Source: an optimization exercise on an open RTL-to-GDS flow (aim: small area, a short achievable clock period and few clock cycles per item). Production flows keep margins and buffers that such runs may drop.
RTL that was checked went through simulation tests only; none was proved equivalent to the original.
No activity file was given, so power comes from the tool's default toggle rates.

==> job 7862 <==
Design csa_multiplier, start of the top module:
module csa_multiplier (
    input  logic        clk,
    input  logic        rst_n,
    input  logic        in_valid,
    input  logic [15:0] x,
    input  logic [15:0] y,
    output logic        out_valid,
    output logic [31:0] product
);
clock: 6.5 ns
lec_check: 0
cap_margin: 20
core_margin: 2
core_utilization: 40
cts_cluster_diameter: 80
cts_cluster_size: 24
setup_slack_margin: 4.3
slew_margin: 20
standard.sh (not shown) runs the stock make flow with config.mk's settings and CLKGATE_MAP_FILE= SYNTH_SCRIPT=/design/flow/synth_recipe.tcl, a recipe that flattens the netlist after the stock synthesis.
==> flow/flow/run.sh <==
#!/bin/bash
# Own layout flow: the standard layout with two changes.
# 1. Synthesis: Yosys's synth runs with -noabc, so its early "abc -fast" pass
#    does not re-map the hand-written full/half adders before extract_fa maps
#    them to the library's fa/ha cells (no inverters between adders).
# 2. Port buffers: buffer_ports still gives every input and output port a
#    buffer, but uses the plain buffer named below instead of the delay cell
#    it picks by default.
# Everything else is the standard flow (standard.sh, ORFS make targets).
set -euo pipefail
here=$(pwd)
sed 's/yosys synth -nofsm -noshare /yosys synth -nofsm -noshare -noabc /' synth_recipe.tcl > noabc_synth.tcl
grep -q -- "-noabc" noabc_synth.tcl
export BUFFER_PORTS_ARGS="-buffer_cell sky130_fd_sc_hd__buf_1"
bash standard.sh SYNTH_SCRIPT="$here/noabc_synth.tcl" finish > "$here/flow_make.log" 2>&1
==> job 4115 (differences from job 7862) <==
--- a/flow/design.v
+++ b/flow/design.v
@@ -1173,39 +1173,39 @@
     assign p483 = c426 ^ s427;
     assign g484 = c426 & s427;
     assign p485 = t1_c31_0 ^ c428;
     assign g486 = t1_c31_0 & c428;
     assign w487 = t1_c1_0 ^ g430;
     assign w488 = (t1_c1_0 & g430);
     assign w489 = p433 ^ g432;
-    assign w490 = g434 | (p433 & g432);
+    assign w490 = g434 | (p433 & t1_c4_2 & s325);
     assign w491 = p437 ^ g436;
-    assign w492 = g438 | (p437 & g436);
+    assign w492 = g438 | (p437 & c328 & s329);
     assign w493 = p441 ^ g440;
-    assign w494 = g442 | (p441 & g440);
+    assign w494 = g442 | (p441 & c332 & s333);
     assign w495 = p445 ^ g444;
-    assign w496 = g446 | (p445 & g444);
+    assign w496 = g446 | (p445 & s339 & s341);
     assign w497 = p449 ^ g448;
-    assign w498 = g450 | (p449 & g448);
+    assign w498 = g450 | (p449 & c346 & s349);
     assign w499 = p453 ^ g452;
-    assign w500 = g454 | (p453 & g452);
+    assign w500 = g454 | (p453 & s359 & s361);
     assign w501 = p457 ^ g456;
-    assign w502 = g458 | (p457 & g456);
+    assign w502 = g458 | (p457 & c368 & s373);
     assign w503 = p461 ^ g460;
-    assign w504 = g462 | (p461 & g460);
+    assign w504 = g462 | (p461 & c380 & s385);
     assign w505 = p465 ^ g464;
-    assign w506 = g466 | (p465 & g464);
+    assign w506 = g466 | (p465 & c392 & s397);
     assign w507 = p469 ^ g468;
-    assign w508 = g470 | (p469 & g468);
+    assign w508 = g470 | (p469 & c402 & s407);
     assign w509 = p473 ^ g472;
-    assign w510 = g474 | (p473 & g472);
+    assign w510 = g474 | (p473 & c412 & s415);
     assign w511 = p477 ^ g476;
-    assign w512 = g478 | (p477 & g476);
+    assign w512 = g478 | (p477 & c418 & s419);
     assign w513 = p481 ^ g480;
-    assign w514 = g482 | (p481 & g480);
+    assign w514 = g482 | (p481 & c422 & s423);
     assign w515 = p485 ^ g484;
     always_ff @(posedge clk) begin
         t1_c0_0 <= bp1;
         t1_c0_1 <= b_neg[0];
         t1_c1_0 <= bp2;
         t1_c2_0 <= s161;
         t1_c3_0 <= s163;
--- a/flow/config.mk
+++ b/flow/config.mk
@@ -6,9 +6,9 @@
 export NUM_CORES = 4
 export LEC_CHECK = 0
 export CAP_MARGIN = 20
 export CORE_MARGIN = 2
 export CORE_UTILIZATION = 40
 export CTS_CLUSTER_DIAMETER = 80
 export CTS_CLUSTER_SIZE = 24
-export SETUP_SLACK_MARGIN = 4.3
+export SETUP_SLACK_MARGIN = 4.25
 export SLEW_MARGIN = 20
==> job 2875 (differences from job 7862) <==
--- a/flow/design.v
+++ b/flow/design.v
@@ -1173,39 +1173,39 @@
     assign p483 = c426 ^ s427;
     assign g484 = c426 & s427;
     assign p485 = t1_c31_0 ^ c428;
     assign g486 = t1_c31_0 & c428;
     assign w487 = t1_c1_0 ^ g430;
     assign w488 = (t1_c1_0 & g430);
     assign w489 = p433 ^ g432;
-    assign w490 = g434 | (p433 & g432);
+    assign w490 = g434 | (p433 & t1_c4_2 & s325);
     assign w491 = p437 ^ g436;
-    assign w492 = g438 | (p437 & g436);
+    assign w492 = g438 | (p437 & c328 & s329);
     assign w493 = p441 ^ g440;
-    assign w494 = g442 | (p441 & g440);
+    assign w494 = g442 | (p441 & c332 & s333);
     assign w495 = p445 ^ g444;
-    assign w496 = g446 | (p445 & g444);
+    assign w496 = g446 | (p445 & s339 & s341);
     assign w497 = p449 ^ g448;
-    assign w498 = g450 | (p449 & g448);
+    assign w498 = g450 | (p449 & c346 & s349);
     assign w499 = p453 ^ g452;
-    assign w500 = g454 | (p453 & g452);
+    assign w500 = g454 | (p453 & s359 & s361);
     assign w501 = p457 ^ g456;
-    assign w502 = g458 | (p457 & g456);
+    assign w502 = g458 | (p457 & c368 & s373);
     assign w503 = p461 ^ g460;
-    assign w504 = g462 | (p461 & g460);
+    assign w504 = g462 | (p461 & c380 & s385);
     assign w505 = p465 ^ g464;
-    assign w506 = g466 | (p465 & g464);
+    assign w506 = g466 | (p465 & c392 & s397);
     assign w507 = p469 ^ g468;
-    assign w508 = g470 | (p469 & g468);
+    assign w508 = g470 | (p469 & c402 & s407);
     assign w509 = p473 ^ g472;
-    assign w510 = g474 | (p473 & g472);
+    assign w510 = g474 | (p473 & c412 & s415);
     assign w511 = p477 ^ g476;
-    assign w512 = g478 | (p477 & g476);
+    assign w512 = g478 | (p477 & c418 & s419);
     assign w513 = p481 ^ g480;
-    assign w514 = g482 | (p481 & g480);
+    assign w514 = g482 | (p481 & c422 & s423);
     assign w515 = p485 ^ g484;
     always_ff @(posedge clk) begin
         t1_c0_0 <= bp1;
         t1_c0_1 <= b_neg[0];
         t1_c1_0 <= bp2;
         t1_c2_0 <= s161;
         t1_c3_0 <= s163;
--- a/flow/config.mk
+++ b/flow/config.mk
@@ -6,9 +6,9 @@
 export NUM_CORES = 4
 export LEC_CHECK = 0
 export CAP_MARGIN = 20
 export CORE_MARGIN = 2
 export CORE_UTILIZATION = 40
 export CTS_CLUSTER_DIAMETER = 80
 export CTS_CLUSTER_SIZE = 24
-export SETUP_SLACK_MARGIN = 4.3
+export SETUP_SLACK_MARGIN = 4.2
 export SLEW_MARGIN = 20
==> summary.md <==
| Metric | Value |
|---|---|
| Outcome | `finished clean` |
| Sequential cell power | `2.26 mW` |
| Hold path endpoint | `pr[1]` |
| WL met3 | `1670 um` |
| Worst VDD drop | `between 150 and 200 uV` |
| Dpl hpwl | `15,700 um` |
| Yosys cell types | `36` |
(the above is from job 4115)
==> summary.md <==
| Metric | Value |
|---|---|
| Sequential cell power | `2.24 mW` |
| Dpl hpwl | `15,200 um` |
| Yosys cell types | `31` |
| Hold path endpoint | `pr[1]` |
| WL met3 | `1590 um` |
| Starting Density | `40.9%` |
| Outcome | `finished clean` |
(the above is from job 7862)
==> summary.md <==
| Metric | Value |
|---|---|
| Outcome | `finished clean` |
| Dpl hpwl | `15,800 um` |
| WL met3 | `between 1500 and 2000 um` |
| Hold path endpoint | `pr[0]` |
| Sequential cell power | `2.24 mW` |
| Total power | `between 5 and 6 mW` |
| Yosys cell types | `36` |
| Worst VDD drop | `199 uV` |
(the above is from job 2875)
Testbench counts of job 4115, summed over its fixed seeds: cycles 12,024, items 12,000.
Testbench counts of job 2875, summed over its fixed seeds: cycles 12,024, items 12,000.
Only the layout flow was run in job 7862; the RTL was not checked for function there.

## port drivers added, routing unchanged
The results above use ideal ports. As a check the final layouts listed here were re-extracted and re-timed, cells and wires unchanged.
Step 1 assumes that a clkbuf_16 drives the clock port and a buf_2 every other input.
Step 2, shift: input delay + t, output delay - t, t = (earliest + latest rising clock arrival at the registers) / 2. This alone moves slack from input paths to output paths.
a / b / c = no drivers / after step 1 / after step 2; a / b = the first two.
run | t, ns | slack for setup (ns) | latest minus earliest clock arrival (ns) | worst slew at a driven data input, ns
job 7862 | 0.533 | 4.110 / 4.110 / 4.110 | 0.032 / 0.032 | 0.04
job 4115 | 0.526 | 4.252 / 4.228 / 4.252 | 0.013 / 0.013 | 0.03
job 2875 | 0.530 | 4.164 / 4.164 / 4.164 | 0.027 / 0.027 | 0.03
After both steps every run listed still meets setup and hold.
